This is an optimization exercise on Yosys and OpenROAD, whose aim is small area and a short achievable clock period, not a production implementation.
The RTL was checked by simulation tests, not by an equivalence proof against the original design.

## eqController
module eqController #(
    parameter int ADDR_WIDTH     = 6,
    parameter int GAIN_FRAC_BITS = 14
) (
    input  logic                  S_AXI_ACLK,
    input  logic                  S_AXI_ARESETN,
    input  logic                  wr,
    input  logic [ADDR_WIDTH-1:0] wrAddr,
    input  logic [31:0]           wrData,
    output logic                  adcReq,
    output logic [15:0]           adcCmd,
    input  logic                  adcAck,
    input  logic [15:0]           adcData,
    output logic                  dacReq,
    output logic [31:0]           dacWord,
    input  logic                  dacAck
);
Size in the first run: about 700 cells after synthesis, about 89 flip-flops, roughly 110 I/O pins, about 6600 um2 of cells after synthesis.
==> flow/config.mk <==
export PLATFORM = sky130hd
export DESIGN_NAME = eqController
export DESIGN_NICKNAME = eqController
export VERILOG_FILES = /design/flow/design.v
export SDC_FILE = /design/flow/constraint.sdc
export NUM_CORES = 4
export LEC_CHECK = 0
export ABC_AREA = 0
export CAP_MARGIN = 0
export CORE_MARGIN = 2
export CORE_UTILIZATION = 55
export CTS_BUF_LIST = sky130_fd_sc_hd__clkbuf_4 sky130_fd_sc_hd__clkbuf_8
export PLACE_DENSITY = 0.75
export SETUP_SLACK_MARGIN = 2.5
export SLEW_MARGIN = 0
export TNS_END_PERCENT = 5
==> flow/constraint.sdc <==
create_clock -name core_clock -period 7.0 [get_ports {S_AXI_ACLK}]
set_input_delay 1.4000 -clock core_clock [delete_from_list [all_inputs] [get_ports {S_AXI_ACLK}]]
set_output_delay 1.4000 -clock core_clock [all_outputs]
set_load 0.01 [all_outputs]
standard.sh (not shown) runs the stock make flow with config.mk's settings and CLKGATE_MAP_FILE= SYNTH_SCRIPT=/design/flow/synth_recipe.tcl, a recipe that flattens the netlist after the stock synthesis.
==> flow/flow/run.sh <==
#!/bin/bash
# The standard layout (standard.sh), with every input port buffered by a buf_1 cell
# and every output port by a buf_2 cell, instead of the delay buffer buffer_ports
# picks by default. The buffers are placed by flow/ports.tcl, sourced just before
# global placement, where the standard flow would call buffer_ports.
export DONT_BUFFER_PORTS=1
export PRE_GLOBAL_PLACE_TCL="$PWD/flow/ports.tcl"
bash standard.sh > standard.log 2>&1
==> flow/flow/ports.tcl <==
# Port buffers, as the standard flow's buffer_ports, with chosen cells.
puts "Perform port buffering (flow/ports.tcl)..."
buffer_ports -inputs -buffer_cell sky130_fd_sc_hd__buf_1
buffer_ports -outputs -buffer_cell sky130_fd_sc_hd__buf_2
The starting point passed the timing, design-rule and antenna checks.
==> next run, changes <==
==> flow/flow/run.sh (replaced) <==
#!/bin/bash
# The standard layout (standard.sh), with every port buffered by a buf_1 cell
# instead of the delay buffer that buffer_ports picks by default. The standard
# flow's own buffer_ports call places them (after global placement's
# remove_buffers), with this cell.
export BUFFER_PORTS_ARGS="-buffer_cell sky130_fd_sc_hd__buf_1"
bash standard.sh > standard.log 2>&1
--- a/flow/config.mk
+++ b/flow/config.mk
@@ -14 +14 @@
-export SETUP_SLACK_MARGIN = 2.5
+export SETUP_SLACK_MARGIN = 4
removed: flow/flow/ports.tcl
After rerunning: Register-to-register slack gets better by 0.62 ns. Die area does not change. Setup slack improved by 0.62 ns. Clock-buffer cell count does not change. Critical path depth falls by 3. Cell count went up by 13%. Routed wire length increases by 13%.
==> next run, changes <==
==> flow/flow/run.sh (replaced) <==
#!/bin/bash
# The standard layout (standard.sh), with every input port buffered by a buf_1 cell
# and every output port by a buf_2 cell, instead of the delay buffer buffer_ports
# picks by default. The buffers are placed by flow/ports.tcl, sourced just before
# global placement, where the standard flow would call buffer_ports.
export DONT_BUFFER_PORTS=1
export PRE_GLOBAL_PLACE_TCL="$PWD/flow/ports.tcl"
bash standard.sh > standard.log 2>&1
==> flow/flow/ports.tcl (new file) <==
# Port buffers, as the standard flow's buffer_ports, with chosen cells.
puts "Perform port buffering (flow/ports.tcl)..."
buffer_ports -inputs -buffer_cell sky130_fd_sc_hd__buf_1
buffer_ports -outputs -buffer_cell sky130_fd_sc_hd__buf_2
--- a/flow/config.mk
+++ b/flow/config.mk
@@ -11 +11 @@
-export CORE_UTILIZATION = 55
+export CORE_UTILIZATION = 45
@@ -13 +13 @@
-export PLACE_DENSITY = 0.75
+export PLACE_DENSITY = 0.65
Result:
- synthesized area stays the same
- routed wire length fell by 3.8%
- sequential cell count stays the same
- non-clock buffer count fell by 67
- critical path depth rose by 2
- global-route usage fell by 4.3 points
- die area rose by 21%
- cell area fell by 5.1%
- worst setup slack improves by 0.015 ns
==> next run, changes <==
--- a/flow/config.mk
+++ b/flow/config.mk
@@ -11 +11 @@
-export CORE_UTILIZATION = 45
+export CORE_UTILIZATION = 60
@@ -13 +13 @@
-export PLACE_DENSITY = 0.65
+export PLACE_DENSITY = 0.8
- final cell count decreases by about 8%
- die area falls by 24%
- wire length decreases by 5.5%
- register-to-register slack got worse by 0.07 ns
- count of clock-buffer cells in the layout grows by 3
- hold slack is about the same

---

Starting RTL as in the previous note.
export LEC_CHECK = 0
export ABC_AREA = 0
export CAP_MARGIN = 0
export CORE_MARGIN = 2
export CORE_UTILIZATION = 55
export CTS_BUF_LIST = sky130_fd_sc_hd__clkbuf_4 sky130_fd_sc_hd__clkbuf_8
export PLACE_DENSITY = 0.75
export SETUP_SLACK_MARGIN = 3.5
export SLEW_MARGIN = 0
export TNS_END_PERCENT = 5
create_clock -name core_clock -period 7.0 [get_ports {S_AXI_ACLK}]
==> flow/flow/run.sh <==
#!/bin/bash
# The standard layout (standard.sh), with every input port buffered by a buf_1 cell
# and every output port by a buf_2 cell, instead of the delay buffer buffer_ports
# picks by default. The buffers are placed by flow/ports.tcl, sourced just before
# global placement, where the standard flow would call buffer_ports.
export DONT_BUFFER_PORTS=1
export PRE_GLOBAL_PLACE_TCL="$PWD/flow/ports.tcl"
bash standard.sh > standard.log 2>&1
==> flow/flow/ports.tcl <==
# Port buffers, as the standard flow's buffer_ports, with chosen cells.
puts "Perform port buffering (flow/ports.tcl)..."
buffer_ports -inputs -buffer_cell sky130_fd_sc_hd__buf_1
buffer_ports -outputs -buffer_cell sky130_fd_sc_hd__buf_2
The starting point finished with timing, DRC and antenna clean.
Then changed:
Settings changed: ABC_AREA 0 to 1, CAP_MARGIN 0 to 20, SETUP_SLACK_MARGIN 3.5 to 3, SLEW_MARGIN 0 to 20, TNS_END_PERCENT 5 to default.
Result: Core utilization is lower by 2.4 points. Worst setup slack is worse by 0.22 ns. Count of clock-buffer cells in the layout stays the same. Design area shrinks by 3.4%. Via count climbs by 5.2%. Sequential share of layout area climbs by 0.67 points. Sequential cell count is unchanged. Hold slack got worse by 0.039 ns. Die area is higher by 1.0%.
Then changed:
Settings changed: ABC_AREA 1 to 0, CAP_MARGIN 20 to 0, CTS_CLUSTER_DIAMETER from default to 100, CTS_CLUSTER_SIZE from default to 50, SETUP_SLACK_MARGIN 3 to 4, SLEW_MARGIN 20 to 0, TNS_END_PERCENT from default to 5.
After rerunning:
- non-clock buffer count is higher by 9
- sequential share of layout area barely changes
- final area rose by 1.7%
- count of clock-buffer cells in the layout does not change
- first-iteration DRC count climbs by 25%
- maximum frequency is higher by 5.4%
- final cell count fell by 15%
- critical path depth does not change
- hold slack gains 0.039 ns
- utilization rose by 1.3 points
Then changed:
Settings changed: ABC_AREA 0 to 1, CAP_MARGIN 0 to 20, CTS_CLUSTER_DIAMETER 100 to default, CTS_CLUSTER_SIZE 50 to default, SETUP_SLACK_MARGIN 4 to 3, SLEW_MARGIN 0 to 20.
Outcome:
- worst setup slack gets worse by 0.23 ns
- critical path depth goes up by 1
- clock-buffer cell count does not change
- core utilization goes down by 2.1 points
- wire length goes down by a few percent
- global-route usage goes up by 0.29 points

==> separate check: timing with driven ports <==
Ports are ideal in the flow. The routed layouts listed here were re-timed in OpenROAD. Step 1 (the two cells are an assumption about what drives the block):
set clk [get_ports {S_AXI_ACLK}]
set_driving_cell -lib_cell sky130_fd_sc_hd__clkbuf_16 $clk
set_driving_cell -lib_cell sky130_fd_sc_hd__buf_2 [delete_from_list [all_inputs] $clk]
Step 2, shift: input delay + t, output delay - t, t = (earliest + latest rising clock arrival at the registers) / 2. This alone moves slack from input paths to output paths. Slacks: ideal ports / drivers / drivers and shift; pairs: ideal ports / drivers.
| run | t, ns | setup WS [ns] | worst register clock-pin slew, ns |
|---|---|---|---|
| the first run of note 1 | 0.410 | 2.746 / 2.746 / 2.746 | 0.10 / 0.10 |
| the second run of note 1 | 0.408 | 3.369 / 3.369 / 3.271 | 0.10 / 0.10 |
| the third run of note 1 | 0.410 | 3.384 / 3.384 / 3.381 | 0.11 / 0.11 |
| the fourth run of note 1 | 0.391 | 3.312 / 3.312 / 3.312 | 0.09 / 0.09 |
| the first run of note 2 | 0.392 | 3.416 / 3.416 / 3.325 | 0.10 / 0.10 |
| the second run of note 2 | 0.418 | 3.193 / 3.193 / 3.193 | 0.10 / 0.10 |
| the third run of note 2 | 0.393 | 3.388 / 3.388 / 3.299 | 0.10 / 0.10 |
| the fourth run of note 2 | 0.420 | 3.153 / 3.153 / 3.153 | 0.10 / 0.10 |
After both steps every run listed still meets setup and hold. For the second run of note 1, which loses most, drivers alone change the setup slack by 0.000 ns; drivers and shift together by -0.098 ns.
